From an optimization exercise on the open Yosys and OpenROAD flow, aimed at small area; shortcuts taken in it are not production practice. In this exercise RTL edits were held to simulation tests only and were not proved equivalent to the original. Power is estimated from default activity; no workload was simulated.

==> flow/design.v <==
module reg_file_32x32 #(
  parameter int                DATA_W   = 32,
  parameter int                SP_IDX   = 29,
  parameter logic [DATA_W-1:0] SP_RESET = 'h0000_0FFC
) (
  input  logic              clk,
  input  logic              rst_n,
  input  logic [4:0]        rd_addr_a,
  input  logic [4:0]        rd_addr_b,
  output logic [DATA_W-1:0] rd_data_a,
  output logic [DATA_W-1:0] rd_data_b,
  input  logic              wr_en,
  input  logic [4:0]        wr_addr,
  input  logic [DATA_W-1:0] wr_data,
  output logic [15:0]       wr_count
);
  logic [31:1]       r_vld;
  logic [15:0]       r_wr_count;
  logic [31:1]       w_we;
  logic [31:1]       w_keep;
  logic              w_wr_hit;
  assign w_wr_hit = wr_en && (wr_addr != 5'd0);
  logic [31:0]       w_sel_a, w_sel_b;
  logic              w_byp_a, w_byp_b;
  logic              w_sp_a,  w_sp_b;
  assign w_byp_a = rst_n && w_wr_hit && (wr_addr == rd_addr_a);
  assign w_byp_b = rst_n && w_wr_hit && (wr_addr == rd_addr_b);
  assign w_sel_a[0] = w_byp_a;
  assign w_sel_b[0] = w_byp_b;
  assign w_sp_a = !w_byp_a && (rd_addr_a == 5'(SP_IDX)) && !r_vld[SP_IDX];
  assign w_sp_b = !w_byp_b && (rd_addr_b == 5'(SP_IDX)) && !r_vld[SP_IDX];
  logic [31:0]       w_col [DATA_W];
  for (genvar i = 1; i < 32; i++) begin : g_row
    logic [DATA_W-1:0] r_q;
    logic [DATA_W-1:0] w_d;
    assign w_we[i]   = wr_en && (wr_addr == 5'(i));
    assign w_keep[i] = !w_we[i];
    rf_load_row #(.W(DATA_W)) u_load (
      .we(w_we[i]), .keep(w_keep[i]), .d(wr_data), .q(r_q), .o(w_d)
    );
    always_ff @(posedge clk) begin
      r_q <= w_d;
    end
    always_ff @(posedge clk or negedge rst_n) begin
      if (!rst_n)       r_vld[i] <= 1'b0;
      else if (w_we[i]) r_vld[i] <= 1'b1;
    end
    assign w_sel_a[i] = !w_byp_a && (rd_addr_a == 5'(i)) && r_vld[i];
    assign w_sel_b[i] = !w_byp_b && (rd_addr_b == 5'(i)) && r_vld[i];
    for (genvar b = 0; b < DATA_W; b++) begin : g_bit
      assign w_col[b][i] = r_q[b];
    end
  end
  for (genvar b = 0; b < DATA_W; b++) begin : g_out
    assign w_col[b][0] = wr_data[b];
    if (SP_RESET[b]) begin : g_sp
      rf_read_or_sp u_rd_a (.s(w_sel_a), .x(w_col[b]), .c(w_sp_a), .y(rd_data_a[b]));
      rf_read_or_sp u_rd_b (.s(w_sel_b), .x(w_col[b]), .c(w_sp_b), .y(rd_data_b[b]));
    end else begin : g_nsp
      rf_read_or    u_rd_a (.s(w_sel_a), .x(w_col[b]), .y(rd_data_a[b]));
      rf_read_or    u_rd_b (.s(w_sel_b), .x(w_col[b]), .y(rd_data_b[b]));
    end
  end
  always_ff @(posedge clk or negedge rst_n) begin
    if (!rst_n)        r_wr_count <= '0;
    else if (w_wr_hit) r_wr_count <= r_wr_count + 16'd1;
  end
  assign wr_count = r_wr_count;
endmodule
module rf_load_row #(
  parameter int W = 32
) (
  input  logic         we,
  input  logic         keep,
  input  logic [W-1:0] d,
  input  logic [W-1:0] q,
  output logic [W-1:0] o
);
  assign o = ({W{we}} & d) | ({W{keep}} & q);
endmodule
module rf_read_or (
  input  logic [31:0] s,
  input  logic [31:0] x,
  output logic        y
);
  logic [10:0] n;
  logic [2:0]  m;
  for (genvar j = 0; j < 10; j++) begin : g_aoi
    rf_aoi222 u (.a1(s[3*j]), .b1(x[3*j]), .a2(s[3*j+1]), .b2(x[3*j+1]),
                 .a3(s[3*j+2]), .b3(x[3*j+2]), .y(n[j]));
  end
  rf_aoi22 u_last (.a1(s[30]), .b1(x[30]), .a2(s[31]), .b2(x[31]), .y(n[10]));
  rf_nand4 u_m0 (.a(n[0]), .b(n[1]), .c(n[2]), .d(n[3]), .y(m[0]));
  rf_nand4 u_m1 (.a(n[4]), .b(n[5]), .c(n[6]), .d(n[7]), .y(m[1]));
  rf_nand3 u_m2 (.a(n[8]), .b(n[9]), .c(n[10]), .y(m[2]));
  rf_or3   u_y  (.a(m[0]), .b(m[1]), .c(m[2]), .y(y));
endmodule
module rf_read_or_sp (
  input  logic [31:0] s,
  input  logic [31:0] x,
  input  logic        c,
  output logic        y
);
  logic [10:0] n;
  logic [2:0]  m;
  for (genvar j = 0; j < 10; j++) begin : g_aoi
    rf_aoi222 u (.a1(s[3*j]), .b1(x[3*j]), .a2(s[3*j+1]), .b2(x[3*j+1]),
                 .a3(s[3*j+2]), .b3(x[3*j+2]), .y(n[j]));
  end
  rf_aoi221 u_last (.a1(s[30]), .b1(x[30]), .a2(s[31]), .b2(x[31]), .c(c), .y(n[10]));
  rf_nand4 u_m0 (.a(n[0]), .b(n[1]), .c(n[2]), .d(n[3]), .y(m[0]));
  rf_nand4 u_m1 (.a(n[4]), .b(n[5]), .c(n[6]), .d(n[7]), .y(m[1]));
  rf_nand3 u_m2 (.a(n[8]), .b(n[9]), .c(n[10]), .y(m[2]));
  rf_or3   u_y  (.a(m[0]), .b(m[1]), .c(m[2]), .y(y));
endmodule
module rf_aoi222 (
  input  logic a1, b1, a2, b2, a3, b3,
  output logic y
);
  assign y = !((a1 && b1) || (a2 && b2) || (a3 && b3));
endmodule
module rf_aoi221 (
  input  logic a1, b1, a2, b2, c,
  output logic y
);
  assign y = !((a1 && b1) || (a2 && b2) || c);
endmodule
module rf_aoi22 (
  input  logic a1, b1, a2, b2,
  output logic y
);
  assign y = !((a1 && b1) || (a2 && b2));
endmodule
module rf_nand4 (
  input  logic a, b, c, d,
  output logic y
);
  assign y = !(a && b && c && d);
endmodule
module rf_nand3 (
  input  logic a, b, c,
  output logic y
);
  assign y = !(a && b && c);
endmodule
module rf_or3 (
  input  logic a, b, c,
  output logic y
);
  assign y = a || b || c;
endmodule
==> flow/run.sh <==
#!/bin/bash
# synth_recipe.tcl (not shown) runs the flow's synth.tcl, then flattens the netlist and writes it again
# the make line also repeats each setting of config.mk as NAME=value (left out here)
make -C /OpenROAD-flow-scripts/flow DESIGN_CONFIG=/design/flow/config.mk WORK_HOME=/design/flow/orfs CLKGATE_MAP_FILE= SYNTH_SCRIPT=/design/flow/synth_recipe.tcl finish
==> flow/config.mk <==
export PLATFORM = sky130hd
export DESIGN_NAME = reg_file_32x32
export DESIGN_NICKNAME = reg_file_32x32
export VERILOG_FILES = /design/flow/design.v
export SDC_FILE = /design/flow/constraint.sdc
export NUM_CORES = 4
export LEC_CHECK = 0
export CAP_MARGIN = 20
export CORE_MARGIN = 2
export CORE_UTILIZATION = 50
export SETUP_SLACK_MARGIN = 0.3
export SLEW_MARGIN = 20
export SYNTH_HIERARCHICAL = 1
export SYNTH_MINIMUM_KEEP_SIZE = 0
==> flow/constraint.sdc <==
create_clock -name core_clock -period 7.0 [get_ports {clk}]
set_input_delay 1.4000 -clock core_clock [delete_from_list [all_inputs] [get_ports {clk}]]
set_output_delay 1.4000 -clock core_clock [all_outputs]
set_load 0.01 [all_outputs]
==> key figures, run 1 <==
CTS
  • Clock slew at reported path FFs: around 0.060 ns
  • CTS max path bufs: 3
  • Total CTS buffers: roughly 110
  • Clock latency on the worst-skew pair: around 0.68 ns
  • Htree depth: 3
  • TritonCTS clock tree: built
  • CTS Sinks: a little over 1000
  • Clk root buf: clkbuf_16

Power and ir drop
  • Total power: 0.0165 W
  • Leak: about 21 nW
  • P per Cell Area: about 310 nW/um2
  • Max rail drop VDD: between 0.2 and 0.25 mV

Place
  • Dpl cells: 4977
  • Input/output buffers: 129
  • Dpl hpwl: ~130000 um
  • Worst slack, placed: -0.127 ns
  • Placer's final routability congestion estimate: roughly 0.96

Critical path
  • Startpoint Class: primary input
  • Buf/Inv on CP: 8
  • Critical path's top delay family: buffers and inverters
  • R2R Path End: r_wr_count[13]
  • Worst path required time: roughly 5.6 ns
  • R2r startpoint: r_wr_count[2]
  • Slowest stage delay, CP: 0.49 ns
  • R2R cell count: 4
  • WP data arrival: around 5.4 ns
  • Crit-path max FO: 14
  • R2R setup slack: about 5.4 ns
  • Kind of critical path: primary input to output pin
  • CP max stage cell: clkdlybuf4s50_1
  • Crit-path cells: clkdlybuf4s50_1 > buf_4 > or4_4 > o21ai_4 > buf_4 > nor3_4 > buf_6 > buf_6 > nor4_4 > buf_4 > buf_6 > a222oi_1 > nand4_1 > or3_4 > clkdlybuf4s50_1
  • Worst Setup SP: wr_addr[4]
  • Setup crit end kind: output pin

Layout
  • P&R area growth vs syn: 23.0%
  • Util after Layout: 0.618
  • Fraction of layout cells with a size suffix above 1: 0.211
  • Layout fillers: slightly below 7000
  • Non-filler cells, final: around 5200
  • Total Nets Final: just over 4000

Yosys
  • Post-synthesis sequential area ratio: 0.493
  • Syn_area_per_cell: about 12 um2
  • Main synth FF type: dfxtp_1
  • Netlist cell types: 38
  • Synth top area cells: dfxtp_1 47%, a22o_1 19%, a222oi_1 15%
  • Post-synth top cells: 992 x dfxtp_1, 930 x a22o_1, 640 x a222oi_1, 193 x buf_6, 130 x nand4_1
  • Post-synth ARST share: 0.0452
  • Post-Syn Instances: 3531
  • Synth warnings: 9
  • Leading area contributor after synthesis: dfxtp_1
  • Syn Std Cell Area: 42700 um2
  • Post-synth EDFFs: 0
  • Count leader, synth: dfxtp_1
  • Yosys reg bits: between 1000 and 1500
  • Syn nets: roughly 3600
  • Top cell type's share of synthesized area: 0.466

STA
  • Fin crit period: ~6.8 ns
  • Hold Vio Cnt, Final: 0
  • Fmax: between 100 and 150 MHz
  • Unrepaired setup endpoints after global routing: yes
  • Final worst slack: 0.218 ns
  • Setup-failing EPs final: 0
  • Setup Skew: 0.00209 ns
  • Final Max Slew Viols: 0
  • Worst Max-Slew Pin Slew: 1.17 ns
  • Slew HR: 0.220
  • Final Cycle Share: 0.969

Floorplan
  • Chip Width: a little under 300 um
  • Core Area: roughly 85000 um2
  • Die area: roughly 88000 um2
  • Die span in y: between 200 and 300 um
  • Row count: ~110
  • Starting density of the core: 0.502
  • IO Pins: 130

Routing
  • Initial DRC Count: 9639
  • Initial DRT Pass Iterations: 13
  • WL/cell: between 30 and 40 um
  • DR vias/cell: 8.22
  • Post-route ant nets: 0
  • Final WL: approximately 210000 um
  • Drt drc: 0
  • Vias post-DR: between 40000 and 50000

GRT
  • Antenna violations before repair: 10
  • Total GRT Usage: 0.454
  • Grt ovf: 0
  • First-pass GRT wire length: 293000 um
  • Largest net degree at the start of global routing: 35
  • Via count of the first global-routing pass: 41793

Outcome
  • Outcome: timing/DRC/antenna clean

Min path
  • Hold path depth: 1
  • Hold Crit Class: flip-flop to flip-flop
  • Hold Path End: r_wr_count[15]
  • Min-Delay Startpoint: r_wr_count[15]

Flow run
  • Max-cap violations: 0
per-stage QoR:
stage / setup TNS [ns] / hold WS [ns] / instance area, um2
final: 0 / 0.475 / 52500
after global routing: 0 / 0.483 / 52500
after CTS: 0 / 0.477 / 52100
after detailed placement: -0.635 / 0.464 / 47800
after global placement: -1.01 / 0.460 / 47700
after floorplan: 0 / 0.440 / 43000
how the worst max path moves through the flow:
stage | depth (start not counted) | endpoint | slack, ns
floorplan | 9 | rd_data_b[0] | 0.64
global placement | 13 | rd_data_a[31] | -0.12
detailed placement | 13 | rd_data_a[31] | -0.13
CTS | 14 | rd_data_a[31] | 0.25
global route | 15 | rd_data_a[0] | 0.21
finish | 15 | rd_data_a[0] | 0.22
routing by layer:
| layer | share of wire | global-route usage | vias up |
|---|---|---|---|
| li1 | - | - | 16767 |
| met1 | 0.36 | 0.574 | 21151 |
| met2 | 0.41 | 0.651 | 4255 |
| met3 | 0.15 | 0.147 | 943 |
| met4 | 0.085 | 0.324 | 8 |
| met5 | 0.00037 | 0.00443 | - |
Yosys stat by module (local to each module, per instance), a selection:
module	area [um2]	flip-flops and latches	copies in the design	cells inside
rf_aoi221	15.0	0	20	1
rf_nand3	5.00	0	64	1
rf_or3	6.26	0	64	1
rf_aoi22	12.5	0	44	1
rf_aoi222	10.0	0	640	1
rf_nand4	6.26	0	128	1
reg_file_32x32	23000	1039	1	1393
report_power, final:
| part | switching, W | internal [W] | total (W) |
|---|---|---|---|
| Sequential | 0.00101 | 0.00712 | 0.00812 |
| Clock | 0.00254 | 0.00368 | 0.00622 |
| Combinational | 0.000984 | 0.00117 | 0.00216 |
| Total | 0.00453 | 0.0120 | 0.0165 |
kinds of logic after synthesis:
group                    count (synthesis)  share of synthesized area
XOR/XNOR                                25                    0.00513
multiplexers                             1                   0.000264
AO/OA/AOI/OAI                         1700                      0.377
adder cells (fa/ha/maj)                  1                   0.000293
flip-flops                            1039                      0.493
buffers and inverters                  253                     0.0563
AND/OR/NAND/NOR                        512                     0.0682
placed cells by master (no fill, tap or decap), types with 47 or more instances in the layout:
cell type and count:
dfrtp_1 47, buf_4 349, a222oi_1 640, a22o_1 930, dfxtp_1 992, clkbuf_16 115, nand4_1 130, or3_1 59
a22o_2 62, buf_12 84, clkdlybuf4s50_1 113, nand3_1 85, nand2_1 74, nor4_4 49
layout make-up:
cell class	count	area, um2	area share
Sequential cell	1039	21000	0.401
Multi-Input combinational cell	2240	20100	0.384
Timing Repair Buffer	585	5890	0.112
Clock buffer	157	3270	0.0624
Tap cell	1144	1430	0.0273
Clock inverter	42	562	0.0107
Inverter	36	135	0.00258
Antenna cell	6	15.0	0.000286
what timing repair did:
item / in CTS / in global routing
buffers inserted: 34 / 30
hold buffers: 0 / 0
endpoints found under the setup margin: 64 / 57
gates resized for setup: 24 / 19
endpoints found under the hold margin: 0 / 0
pin swaps: 48 / 50
gates cloned: 2 / 1
flip-flops by register name (all words and copies together), names as in the netlist:
signal,cells
r_vld,31
g_row.r_q,992
r_wr_count,16
==> inputs of run 2 (changes only) <==
--- a/flow/design.v
+++ b/flow/design.v
@@ -28,6 +28,6 @@
   assign w_sel_a[0] = w_byp_a;
   assign w_sel_b[0] = w_byp_b;
-  assign w_sp_a = !w_byp_a && (rd_addr_a == 5'(SP_IDX)) && !r_vld[SP_IDX];
-  assign w_sp_b = !w_byp_b && (rd_addr_b == 5'(SP_IDX)) && !r_vld[SP_IDX];
+  assign w_sp_a = (rd_addr_a == 5'(SP_IDX)) && !r_vld[SP_IDX] && !(rst_n && w_we[SP_IDX]);
+  assign w_sp_b = (rd_addr_b == 5'(SP_IDX)) && !r_vld[SP_IDX] && !(rst_n && w_we[SP_IDX]);
   logic [31:0]       w_col [DATA_W];
   for (genvar i = 1; i < 32; i++) begin : g_row
@@ -46,6 +46,6 @@
       else if (w_we[i]) r_vld[i] <= 1'b1;
     end
-    assign w_sel_a[i] = !w_byp_a && (rd_addr_a == 5'(i)) && r_vld[i];
-    assign w_sel_b[i] = !w_byp_b && (rd_addr_b == 5'(i)) && r_vld[i];
+    assign w_sel_a[i] = (rd_addr_a == 5'(i)) && r_vld[i] && w_keep[i];
+    assign w_sel_b[i] = (rd_addr_b == 5'(i)) && r_vld[i] && w_keep[i];
     for (genvar b = 0; b < DATA_W; b++) begin : g_bit
       assign w_col[b][i] = r_q[b];
--- a/flow/config.mk
+++ b/flow/config.mk
@@ -6,9 +6,12 @@
 export NUM_CORES = 4
 export LEC_CHECK = 0
-export CAP_MARGIN = 20
+export CAP_MARGIN = 10
 export CORE_MARGIN = 2
 export CORE_UTILIZATION = 50
-export SETUP_SLACK_MARGIN = 0.3
-export SLEW_MARGIN = 20
+export CTS_BUF_LIST = sky130_fd_sc_hd__clkbuf_16
+export CTS_CLUSTER_DIAMETER = 100
+export CTS_CLUSTER_SIZE = 25
+export SETUP_SLACK_MARGIN = 0.1
+export SLEW_MARGIN = 10
 export SYNTH_HIERARCHICAL = 1
 export SYNTH_MINIMUM_KEEP_SIZE = 0
==> run 2 against run 1 <==
  * Utilization decreased by 5.5 points
  * Clock-buffer cell count decreased by 107
  * Flip-flop and latch count unchanged
  * Non-clock buffer count is 189 lower
  * Synthesized cell count is 1.0% lower
  * Highest routed layer unchanged
  * Critical endpoint is now rd_data_a[11]
  * Routed wire length is 2.3% higher
  * The layout now fails its checks (setup timing)
  * Die area decreased by 0.62%
  * Area after synthesis shrank 0.62%
  * Via count decreased by 2.9%
==> key figures, run 2 <==
Outcome
  • Outcome: failed layout checks (was timing/DRC/antenna clean)
  • Layout Check Fails: setup timing

Critical path
  • Worst path required time: 5.60 ns (about the same)
  • WP data arrival: 5.71 ns (was 5.38 ns)
  • R2R setup slack: 5.37 ns (was 5.42 ns)
  • Kind of critical path: primary input to output pin (unchanged)
  • Startpoint Class: primary input (unchanged)
  • Crit-path max FO: 15 (was 14)
  • Setup crit end kind: output pin (unchanged)

CTS
  • CTS max path bufs: 3 (unchanged)
  • CTS Sinks: 1039 (unchanged)
  • Clk root buf: clkbuf_16 (unchanged)
  • Clock latency on the worst-skew pair: 0.67 ns (was 0.68 ns)
  • Htree depth: 2 (was 3)
  • Total CTS buffers: 48 (was 108)
  • Clock slew at reported path FFs: 0.12 ns (was 0.06 ns)
  • TritonCTS clock tree: built (unchanged)

STA
  • Final Cycle Share: 1.02 (was 0.969)
  • Worst Max-Slew Pin Slew: 1.39 ns (was 1.17 ns)
  • Setup-failing EPs final: 1 (was 0)
  • Fmax: 141 MHz (was 147 MHz)
  • Hold WS: 0.480 ns (was 0.475 ns)
  • Final worst slack: -0.109 ns (was 0.218 ns)
  • Slew HR: 0.0660 (was 0.220)
  • Fin crit period: 7.11 ns (was 6.78 ns)
  • Unrepaired setup endpoints after global routing: yes (unchanged)
  • Final Max Slew Viols: 0 (unchanged)
  • Hold Vio Cnt, Final: 0 (unchanged)
  • Setup Skew: 0.0148 ns (was 0.00209 ns)

Routing
  • WL/cell: 43.5 um (was 39.6 um)
  • Final WL: 213000 um (was 208000 um)
  • DR vias/cell: 8.56 (was 8.22)
  • Drt drc: 0 (unchanged)
  • Post-route ant nets: 0 (unchanged)
  • Vias post-DR: 41878 (was 43124)
  • Initial DRC Count: 9021 (was 9639)
  • Initial DRT Pass Iterations: 12 (was 13)

GRT
  • GR Util met1: 0.581 (was 0.574)
  • Met3 usage: 0.207 (was 0.147)
  • Grt peak-use layer: met2 (unchanged)
  • Via count of the first global-routing pass: 40167 (was 41793)
  • Grt ovf: 0 (unchanged)
  • Antenna violations before repair: 21 (was 10)
  • GR Util met2: 0.677 (was 0.651)
  • First-pass GRT wire length: 296000 um (was 293000 um)
  • Total GRT Usage: 0.469 (was 0.454)
  • Largest net degree at the start of global routing: 35 (unchanged)

Layout
  • Most frequent cells in the layout: 992 x dfxtp_1, 930 x a22o_1, 640 x a222oi_1, 240 x buf_4, 132 x nand4_1 (was 992 x dfxtp_1, 930 x a22o_1, 640 x a222oi_1, 349 x buf_4, 130 x nand4_1)
  • Biggest regs: g_row.r_q: 992 flops, r_vld: 31 flops, r_wr_count: 16 flops (unchanged)
  • Max reg flops: 992 (unchanged)
  • Fin area: 47200 um2 (was 52500 um2)
  • Non-filler cells, final: 4892 (was 5249)
  • Fraction of layout cells with a size suffix above 1: 0.148 (was 0.211)
  • Total Nets Final: 3789 (was 4061)
  • Commonest non-fill, non-tap cell in the layout: dfxtp_1 (unchanged)
  • Largest reg by FF count: g_row.r_q (unchanged)
  • Layout fillers: 7001 (was 6816)
  • P&R area growth vs syn: 11.4% (was 23.0%)

Yosys
  • Syn Std Cell Area: 42400 um2 (was 42700 um2)
  • Syn nets: 3546 (was 3582)
  • Post-Syn Instances: 3495 (was 3531)
  • Main synth FF type: dfxtp_1 (unchanged)
  • Syn_area_per_cell: 12.1 um2 (about the same)
  • Post-synthesis sequential area ratio: 0.496 (was 0.493)
  • Post-synth ARST share: 0.0452 (unchanged)
  • Netlist cell types: 40 (was 38)
  • Post-synth EDFFs: 0 (unchanged)
  • Synth top area cells: dfxtp_1 47%, a22o_1 19%, a222oi_1 15% (unchanged)
  • Post-synth top cells: 992 x dfxtp_1, 930 x a22o_1, 640 x a222oi_1, 186 x buf_6, 132 x nand4_1 (was 992 x dfxtp_1, 930 x a22o_1, 640 x a222oi_1, 193 x buf_6, 130 x nand4_1)
  • Synth warnings: 9 (unchanged)
  • Leading area contributor after synthesis: dfxtp_1 (unchanged)
  • Count leader, synth: dfxtp_1 (unchanged)
  • Yosys reg bits: 1039 (unchanged)
  • Top cell type's share of synthesized area: 0.469 (was 0.466)

Place
  • Area of placed instances: 45800 um2 (was 47800 um2)
  • Dpl cells: 4821 (was 4977)
  • Input/output buffers: 129 (unchanged)
  • Dpl hpwl: 129000 um (was 130000 um)
  • Placer's final routability congestion estimate: 0.976 (was 0.956)

Floorplan
  • Die area: 87100 um2 (was 87700 um2)
  • Row count: 106 (was 107)
  • Core Area: 83800 um2 (was 84900 um2)
  • IO Pins: 130 (unchanged)
  • Chip Width: 295 um (was 296 um)
  • Starting density of the core: 0.506 (was 0.502)
  • Die span in y: 295 um (was 296 um)

Power and ir drop
  • Sw Share: 0.299 (was 0.275)
  • Leak: 18.8 nW (was 21.5 nW)
  • Internal power: 0.00956 W (was 0.0120 W)
  • Clock group share of total power: 0.248 (was 0.377)
  • Max rail drop VDD: 0.272 mV (was 0.250 mV)
  • P per Cell Area: 289 nW/um2 (was 315 nW/um2)
  • Gate power share: 0.158 (was 0.131)
  • Seq pwr share: 0.594 (was 0.492)
  • Switching power: 0.00408 W (was 0.00453 W)

Min path
  • Hold Crit Class: flip-flop to flip-flop (unchanged)

Flow run
  • Max-cap violations: 0 (unchanged)
## run 2: changes by cell type in the layout (fill, tap and decap cells not counted), moves of 21 or more
cell       before  now
clkbuf_8       26    0
nand2_1        74   53
buf_4         349  240
nor4_4         49    1
nor3_2          7   43
clkbuf_16     115   50
buf_12         84   27
## run 2: timing repair
action | CTS | global route
endpoints found under the setup margin | 0 | 9
gates resized for setup | 0 | 2
buffers inserted | 0 | 1
hold buffers | 0 | 0
## run 2: worst max-delay path: stages
cell,delay (ns)
clkdlybuf4s50_1,0.65
buf_4,0.27
nor2_1,0.07
buf_4,0.18
nand2_1,0.08
nand2_1,0.16
nor3_2,1.12
buf_4,0.47
a222oi_1,0.19
nand4_1,0.12
or3_1,0.35
clkdlybuf4s50_1,0.62
## run 2: layout make-up
type	count	area, um2	area share
antenna	8	20.0	0.000424
clock buffer	50	1250	0.0265
inverter	34	128	0.00270
tap	1134	1420	0.0301
timing repair buffer	396	3620	0.0768
multi-input combinational	2219	19600	0.416
sequential	1039	21000	0.446
clock inverter	12	109	0.00231
## run 2: cells by family (layout without fill, tap and decap cells)
logic type                 Yosys count  after routing  share of synthesized area
xor gates and xnor gates            25             25                    0.00517
AOI/OAI and AO/OA                 1701           1701                      0.379
DFF                               1039           1039                      0.496
other                                0              8                          0
and+or+nand+nor                    492            492                     0.0649
buffers and inverters              237            492                     0.0542
adders and majority gates            1              1                   0.000295
## run 2: power groups by stage
stage,Clock (W),Sequential [W],Combinational [W]
final,0.00338,0.00810,0.00216
after detailed placement,0,0.00815,0.00208
after floorplan,0,0.00790,0.00125
after global placement,0,0.00808,0.00201
after CTS,0.00336,0.00804,0.00208
after global routing,0.00356,0.00821,0.00225
## run 2: through the flow
| stage | setup TNS (ns) | util | worst slack, ns | total power (W) |
|---|---|---|---|---|
| detailed placement | 0 | 0.546 | 0.192 | 0.0102 |
| floorplan | 0 | - | 0.472 | 0.00915 |
| global placement | 0 | 0.546 | 0.170 | 0.0101 |
| finish | -0.109 | 0.563 | -0.109 | 0.0136 |
| global route | 0 | 0.563 | 0.0430 | 0.0140 |
| CTS | 0 | 0.563 | 0.173 | 0.0135 |
## run 2: per-module statistics from Yosys (local to each module, per instance), a selection
module / cells / flip-flops and latches
reg_file_32x32: 1357 / 1039
rf_or3: 1 / 0
rf_aoi22: 1 / 0
rf_aoi221: 1 / 0
rf_nand4: 1 / 0
rf_nand3: 1 / 0
rf_aoi222: 1 / 0
## run 2: routing by layer
metal	share of wire	vias up
met4	0.072	18
met1	0.35	20325
met2	0.41	4375
met3	0.17	1088
li1	-	16072
met5	0.0013	-
## run 2: path summary, 6_finish.rpt
check | startpoint | end | cells past startpoint
max reg2reg | r_wr_count[5] | r_wr_count[13] | 4
min reg2reg | r_vld[8] | r_vld[8] | 1
max | wr_addr[4] | rd_data_a[11] | 12
min | r_vld[8] | r_vld[8] | 1
min in group asynchronous | rst_n | r_wr_count[7] | 1
max in group asynchronous | rst_n | r_vld[12] | 2
==> inputs of run 3 (changes only) <==
--- a/flow/design.v
+++ b/flow/design.v
@@ -23,11 +23,13 @@
   logic [31:0]       w_sel_a, w_sel_b;
   logic              w_byp_a, w_byp_b;
-  logic              w_sp_a,  w_sp_b;
+  logic              w_sp_a,  w_sp_b;    
   assign w_byp_a = rst_n && w_wr_hit && (wr_addr == rd_addr_a);
   assign w_byp_b = rst_n && w_wr_hit && (wr_addr == rd_addr_b);
   assign w_sel_a[0] = w_byp_a;
   assign w_sel_b[0] = w_byp_b;
-  assign w_sp_a = (rd_addr_a == 5'(SP_IDX)) && !r_vld[SP_IDX] && !(rst_n && w_we[SP_IDX]);
-  assign w_sp_b = (rd_addr_b == 5'(SP_IDX)) && !r_vld[SP_IDX] && !(rst_n && w_we[SP_IDX]);
+  logic              w_sp_vld_n;
+  assign w_sp_vld_n = !r_vld[SP_IDX];
+  assign w_sp_a = (rd_addr_a == 5'(SP_IDX)) && !(rst_n && w_we[SP_IDX]);
+  assign w_sp_b = (rd_addr_b == 5'(SP_IDX)) && !(rst_n && w_we[SP_IDX]);
   logic [31:0]       w_col [DATA_W];
   for (genvar i = 1; i < 32; i++) begin : g_row
@@ -55,6 +57,6 @@
     assign w_col[b][0] = wr_data[b];
     if (SP_RESET[b]) begin : g_sp
-      rf_read_or_sp u_rd_a (.s(w_sel_a), .x(w_col[b]), .c(w_sp_a), .y(rd_data_a[b]));
-      rf_read_or_sp u_rd_b (.s(w_sel_b), .x(w_col[b]), .c(w_sp_b), .y(rd_data_b[b]));
+      rf_read_or_sp u_rd_a (.s(w_sel_a), .x(w_col[b]), .c1(w_sp_a), .c2(w_sp_vld_n), .y(rd_data_a[b]));
+      rf_read_or_sp u_rd_b (.s(w_sel_b), .x(w_col[b]), .c1(w_sp_b), .c2(w_sp_vld_n), .y(rd_data_b[b]));
     end else begin : g_nsp
       rf_read_or    u_rd_a (.s(w_sel_a), .x(w_col[b]), .y(rd_data_a[b]));
@@ -84,5 +86,5 @@
   output logic        y
 );
-  logic [10:0] n;
+  logic [11:0] n;
   logic [2:0]  m;
   for (genvar j = 0; j < 10; j++) begin : g_aoi
@@ -90,8 +92,9 @@
                  .a3(s[3*j+2]), .b3(x[3*j+2]), .y(n[j]));
   end
-  rf_aoi22 u_last (.a1(s[30]), .b1(x[30]), .a2(s[31]), .b2(x[31]), .y(n[10]));
-  rf_nand4 u_m0 (.a(n[0]), .b(n[1]), .c(n[2]), .d(n[3]), .y(m[0]));
-  rf_nand4 u_m1 (.a(n[4]), .b(n[5]), .c(n[6]), .d(n[7]), .y(m[1]));
-  rf_nand3 u_m2 (.a(n[8]), .b(n[9]), .c(n[10]), .y(m[2]));
+  rf_nand2 u_n30 (.a(s[30]), .b(x[30]), .y(n[10]));
+  rf_nand2 u_n31 (.a(s[31]), .b(x[31]), .y(n[11]));
+  rf_nand4 u_m0 (.a(n[0]), .b(n[1]), .c(n[2]),  .d(n[3]),  .y(m[0]));
+  rf_nand4 u_m1 (.a(n[4]), .b(n[5]), .c(n[6]),  .d(n[7]),  .y(m[1]));
+  rf_nand4 u_m2 (.a(n[8]), .b(n[9]), .c(n[10]), .d(n[11]), .y(m[2]));
   rf_or3   u_y  (.a(m[0]), .b(m[1]), .c(m[2]), .y(y));
 endmodule
@@ -99,5 +102,6 @@
   input  logic [31:0] s,
   input  logic [31:0] x,
-  input  logic        c,
+  input  logic        c1,
+  input  logic        c2,
   output logic        y
 );
@@ -108,5 +112,5 @@
                  .a3(s[3*j+2]), .b3(x[3*j+2]), .y(n[j]));
   end
-  rf_aoi221 u_last (.a1(s[30]), .b1(x[30]), .a2(s[31]), .b2(x[31]), .c(c), .y(n[10]));
+  rf_aoi222 u_last (.a1(s[30]), .b1(x[30]), .a2(s[31]), .b2(x[31]), .a3(c1), .b3(c2), .y(n[10]));
   rf_nand4 u_m0 (.a(n[0]), .b(n[1]), .c(n[2]), .d(n[3]), .y(m[0]));
   rf_nand4 u_m1 (.a(n[4]), .b(n[5]), .c(n[6]), .d(n[7]), .y(m[1]));
@@ -120,15 +124,9 @@
   assign y = !((a1 && b1) || (a2 && b2) || (a3 && b3));
 endmodule
-module rf_aoi221 (
-  input  logic a1, b1, a2, b2, c,
+module rf_nand2 (
+  input  logic a, b,
   output logic y
 );
-  assign y = !((a1 && b1) || (a2 && b2) || c);
-endmodule
-module rf_aoi22 (
-  input  logic a1, b1, a2, b2,
-  output logic y
-);
-  assign y = !((a1 && b1) || (a2 && b2));
+  assign y = !(a && b);
 endmodule
 module rf_nand4 (
==> flow/flow/run.sh (new file) <==
#!/bin/bash
set -euo pipefail
cd "$(dirname "$0")/.."
export BUFFER_PORTS_ARGS="-buffer_cell sky130_fd_sc_hd__buf_1"
export CTS_ARGS="-sink_clustering_enable -repair_clock_nets -dont_use_dummy_load -buf_list sky130_fd_sc_hd__clkbuf_16 -sink_clustering_size 25 -sink_clustering_max_diameter 100"
bash standard.sh > make.log 2>&1
==> flow/standard.sh (new file) <==
#!/bin/bash
# synth_recipe.tcl (not shown) runs the flow's synth.tcl, then flattens the netlist and writes it again
# the make line also repeats each setting of config.mk as NAME=value (left out here)
make -C /OpenROAD-flow-scripts/flow DESIGN_CONFIG=/design/flow/config.mk WORK_HOME=/design/flow/orfs CLKGATE_MAP_FILE= SYNTH_SCRIPT=/design/flow/synth_recipe.tcl "${@:-finish}"
removed: flow/run.sh
==> run 3 against run 2 <==
  * The run now finishes clean
  * Non-clock buffer count is 88 lower
  * Flip-flop and latch count is the same
  * Area after synthesis shrank 0.58%
  * Sequential share of layout area is 2.2 points higher
  * Via count about the same
  * Critical endpoint is now rd_data_a[30]
  * Routed wire length increased by 0.81%
  * Register-to-register slack improved by 0.11 ns
  * Power is 3.1% lower
  * Hold slack lost 0.0037 ns
  * Final cell count decreased by 2.3%
  * Utilization down 2.5 points
==> key figures, run 3 <==
Layout
  • Util after Layout: 0.538 (was 0.563)
  • Layout fillers: 7280 (was 7001)
  • Max reg flops: 992 (unchanged)
  • Fraction of layout cells with a size suffix above 1: 0.116 (was 0.148)
  • Commonest non-fill, non-tap cell in the layout: dfxtp_1 (unchanged)
  • P&R area growth vs syn: 6.76% (was 11.4%)
  • Non-filler cells, final: 4778 (was 4892)
  • Largest reg by FF count: g_row.r_q (unchanged)
  • Biggest regs: g_row.r_q: 992 flops, r_vld: 31 flops, r_wr_count: 16 flops (unchanged)
  • Most frequent cells in the layout: 992 x dfxtp_1, 930 x a22o_1, 660 x a222oi_1, 176 x buf_4, 175 x nand4_1 (was 992 x dfxtp_1, 930 x a22o_1, 640 x a222oi_1, 240 x buf_4, 132 x nand4_1)
  • Total Nets Final: 3744 (was 3789)

Power and ir drop
  • Leak: 17.9 nW (was 18.8 nW)
  • P per Cell Area: 294 nW/um2 (was 289 nW/um2)
  • Total power: 0.0132 W (was 0.0136 W)
  • Max rail drop VDD: 0.174 mV (was 0.272 mV)

Critical path
  • Worst path required time: 5.60 ns (about the same)
  • Crit-path max FO: 32 (was 15)
  • Setup crit end kind: output pin (unchanged)
  • Startpoint Class: primary input (unchanged)
  • Kind of critical path: primary input to output pin (unchanged)
  • WP data arrival: 5.24 ns (was 5.71 ns)

Routing
  • DR vias/cell: 8.77 (was 8.56)
  • Vias post-DR: 41916 (was 41878)
  • Final WL: 215000 um (was 213000 um)
  • Drt drc: 0 (unchanged)
  • Initial DRT Pass Iterations: 15 (was 12)
  • Post-route ant nets: 0 (unchanged)
  • Initial DRC Count: 10307 (was 9021)
  • WL/cell: 44.9 um (was 43.5 um)

Yosys
  • Count leader, synth: dfxtp_1 (unchanged)
  • Post-synth ARST share: 0.0452 (unchanged)
  • Syn_area_per_cell: 11.9 um2 (was 12.1 um2)
  • Post-Syn Instances: 3539 (was 3495)
  • Synth top area cells: dfxtp_1 47%, a22o_1 19%, a222oi_1 16% (was dfxtp_1 47%, a22o_1 19%, a222oi_1 15%)
  • Netlist cell types: 41 (was 40)
  • Leading area contributor after synthesis: dfxtp_1 (unchanged)
  • Post-synth top cells: 992 x dfxtp_1, 930 x a22o_1, 660 x a222oi_1, 186 x buf_6, 175 x nand4_1 (was 992 x dfxtp_1, 930 x a22o_1, 640 x a222oi_1, 186 x buf_6, 132 x nand4_1)
  • Main synth FF type: dfxtp_1 (unchanged)
  • Yosys reg bits: 1039 (unchanged)
  • Synth warnings: 9 (unchanged)
  • Post-synth EDFFs: 0 (unchanged)
  • Syn Std Cell Area: 42100 um2 (was 42400 um2)
  • Syn nets: 3590 (was 3546)
  • Post-synthesis sequential area ratio: 0.499 (was 0.496)
  • Top cell type's share of synthesized area: 0.471 (was 0.469)

GRT
  • GR Util met1: 0.592 (was 0.581)
  • Met3 usage: 0.191 (was 0.207)
  • Grt peak-use layer: met2 (unchanged)
  • Total GRT Usage: 0.474 (was 0.469)
  • GR Util met2: 0.655 (was 0.677)
  • Grt ovf: 0 (unchanged)
  • Largest net degree at the start of global routing: 50 (was 35)
  • First-pass GRT wire length: 297000 um (was 296000 um)
  • Antenna violations before repair: 14 (was 21)
  • Via count of the first global-routing pass: 40029 (was 40167)

STA
  • Setup-failing EPs final: 0 (was 1)
  • Setup Skew: 0.00206 ns (was 0.0148 ns)
  • Unrepaired setup endpoints after global routing: no (was yes)
  • Final Max Slew Viols: 0 (unchanged)
  • Worst Max-Slew Pin Slew: 1.34 ns (was 1.39 ns)
  • Hold WS: 0.476 ns (was 0.480 ns)
  • Hold Vio Cnt, Final: 0 (unchanged)
  • Slew HR: 0.102 (was 0.0660)
  • Fmax: 151 MHz (was 141 MHz)
  • Fin crit period: 6.64 ns (was 7.11 ns)
  • Setup tns final: 0 ns (was -0.109 ns)
  • Final Cycle Share: 0.948 (was 1.02)

Outcome
  • Outcome: timing/DRC/antenna clean (was failed layout checks)

CTS
  • Htree depth: 2 (unchanged)
  • Clk root buf: clkbuf_16 (unchanged)
  • CTS Sinks: 1039 (unchanged)
  • Clock slew at reported path FFs: 0.09 ns (was 0.12 ns)
  • Number of hold buffers added after CTS: 0 (unchanged)
  • TritonCTS clock tree: built (unchanged)
  • Post CTS Setup Buffer Count: 0 (unchanged)
  • Total CTS buffers: 47 (was 48)
  • Post-CTS resize count: 0 (unchanged)
  • Clock latency on the worst-skew pair: 0.62 ns (was 0.67 ns)
  • CTS max path bufs: 3 (unchanged)

Floorplan
  • Core Area: 83600 um2 (was 83800 um2)
  • Die area: 86600 um2 (was 87100 um2)
  • Starting density of the core: 0.504 (was 0.506)
  • Die span in y: 294 um (was 295 um)
  • Chip Width: 294 um (was 295 um)
  • Row count: 106 (unchanged)
  • IO Pins: 130 (unchanged)

Place
  • Dpl hpwl: 125000 um (was 129000 um)
  • Dpl cells: 4724 (was 4821)
  • Input/output buffers: 129 (unchanged)
  • Placer's final routability congestion estimate: 1.04 (was 0.976)

Flow run
  • Max-cap violations: 0 (unchanged)

Min path
  • Hold Crit Class: flip-flop to flip-flop (unchanged)
-- run 3: worst paths after layout --
kind	start	endpoint	slack [ns]	cells past startpoint
max	wr_en	rd_data_a[30]	0.36	11
min	r_wr_count[15]	r_wr_count[15]	0.48	1
max reg2reg	r_wr_count[0]	r_wr_count[14]	5.48	4
min reg2reg	r_wr_count[15]	r_wr_count[15]	0.48	1
max in group asynchronous	rst_n	r_vld[4]	5.39	2
min in group asynchronous	rst_n	r_wr_count[1]	1.08	2
-- run 3: cell families (layout without fill, tap and decap cells) --
logic type                 Yosys count  after routing  share of synthesized area
buffers and inverters              237            389                     0.0545
DFF                               1039           1039                      0.499
AOI/OAI and AO/OA                 1658           1658                      0.367
other                                0              7                          0
xor gates and xnor gates            25             25                    0.00520
adders and majority gates            1              1                   0.000297
and+or+nand+nor                    579            579                     0.0741
-- run 3: through the flow --
step | cell area, um2 | worst slack [ns]
final | 45000 | 0.364
after global routing | 45000 | 0.319
after CTS | 45000 | 0.639
after detailed placement | 43800 | 0.643
after global placement | 43800 | 0.631
after floorplan | 42100 | 0.465
-- run 3: per-module statistics from Yosys, one instance, submodules excluded, excerpt --
module | flip-flops and latches | cell area (um2)
rf_nand3 | 0 | 5.00
rf_aoi222 | 0 | 10.0
rf_nand2 | 0 | 3.75
reg_file_32x32 | 1039 | 22800
rf_nand4 | 0 | 6.26
rf_or3 | 0 | 6.26
-- run 3: worst max-delay path, stage by stage --
cell and delay (ns):
buf_1 0.52, nand4b_1 0.72, nor2_4 0.28, inv_1 0.07
nand2_1 0.15, nor3_4 0.04, buf_4 0.31, a222oi_1 0.42
nand4_1 0.50, or3_1 0.56, buf_1 0.15
-- run 3: layer usage --
metal	vias up	wire, um
met3	1142	35900
met1	20352	75000
met4	10	19200
li1	15975	-
met5	-	69
met2	4437	84400
-- run 3: layout make-up --
class                   instances  area (um2)  area share
diodes                          7        17.5    0.000389
multi-input cells            2263       19400       0.431
clock buffers                  47        1180      0.0261
well taps                    1080        1350      0.0300
flip-flops and latches       1039       21000       0.468
repair buffers                308        1910      0.0424
inverters                      34         128     0.00284
-- run 3: where the power goes --
group | internal, W | total [W] | switching, W
combinational | 0.000962 | 0.00195 | 0.000983
sequential | 0.00710 | 0.00811 | 0.00100
clock | 0.00121 | 0.00316 | 0.00195
total | 0.00927 | 0.0132 | 0.00394

separate check: timing with driven ports:
No port has a modelled driver above. Below, the same layouts with a new extraction and two added sets of constraints.
Step 1 sets driving cells, clkbuf_16 on the clock port and buf_2 on the other inputs (assumed; they add their load-dependent delay and slew).
Step 2 times the ports against the registers' clock, not the clock port: input delays grow and output delays shrink by t, the midpoint of the rising clock arrivals with the driver on.
Slacks: ideal / step 1 / step 2; pairs: ideal / step 1.
run | shift t [ns] | slack for setup (ns) | latest minus earliest clock arrival (ns) | slew at the worst register clock pin (ns) | worst data-port slew with drivers (ns)
run 1 | 0.761 | 0.218 / 0.155 / 0.155 | 0.035 / 0.034 | 0.07 / 0.07 | 0.13
run 2 | 0.742 | -0.109 / -0.169 / -0.169 | 0.030 / 0.030 | 0.12 / 0.12 | 0.10
run 3 | 0.712 | 0.364 / 0.322 / 0.322 | 0.048 / 0.048 | 0.12 / 0.12 | 0.15
For run 1, which loses most, drivers alone change the setup slack by -0.063 ns; drivers and shift together by -0.063 ns.
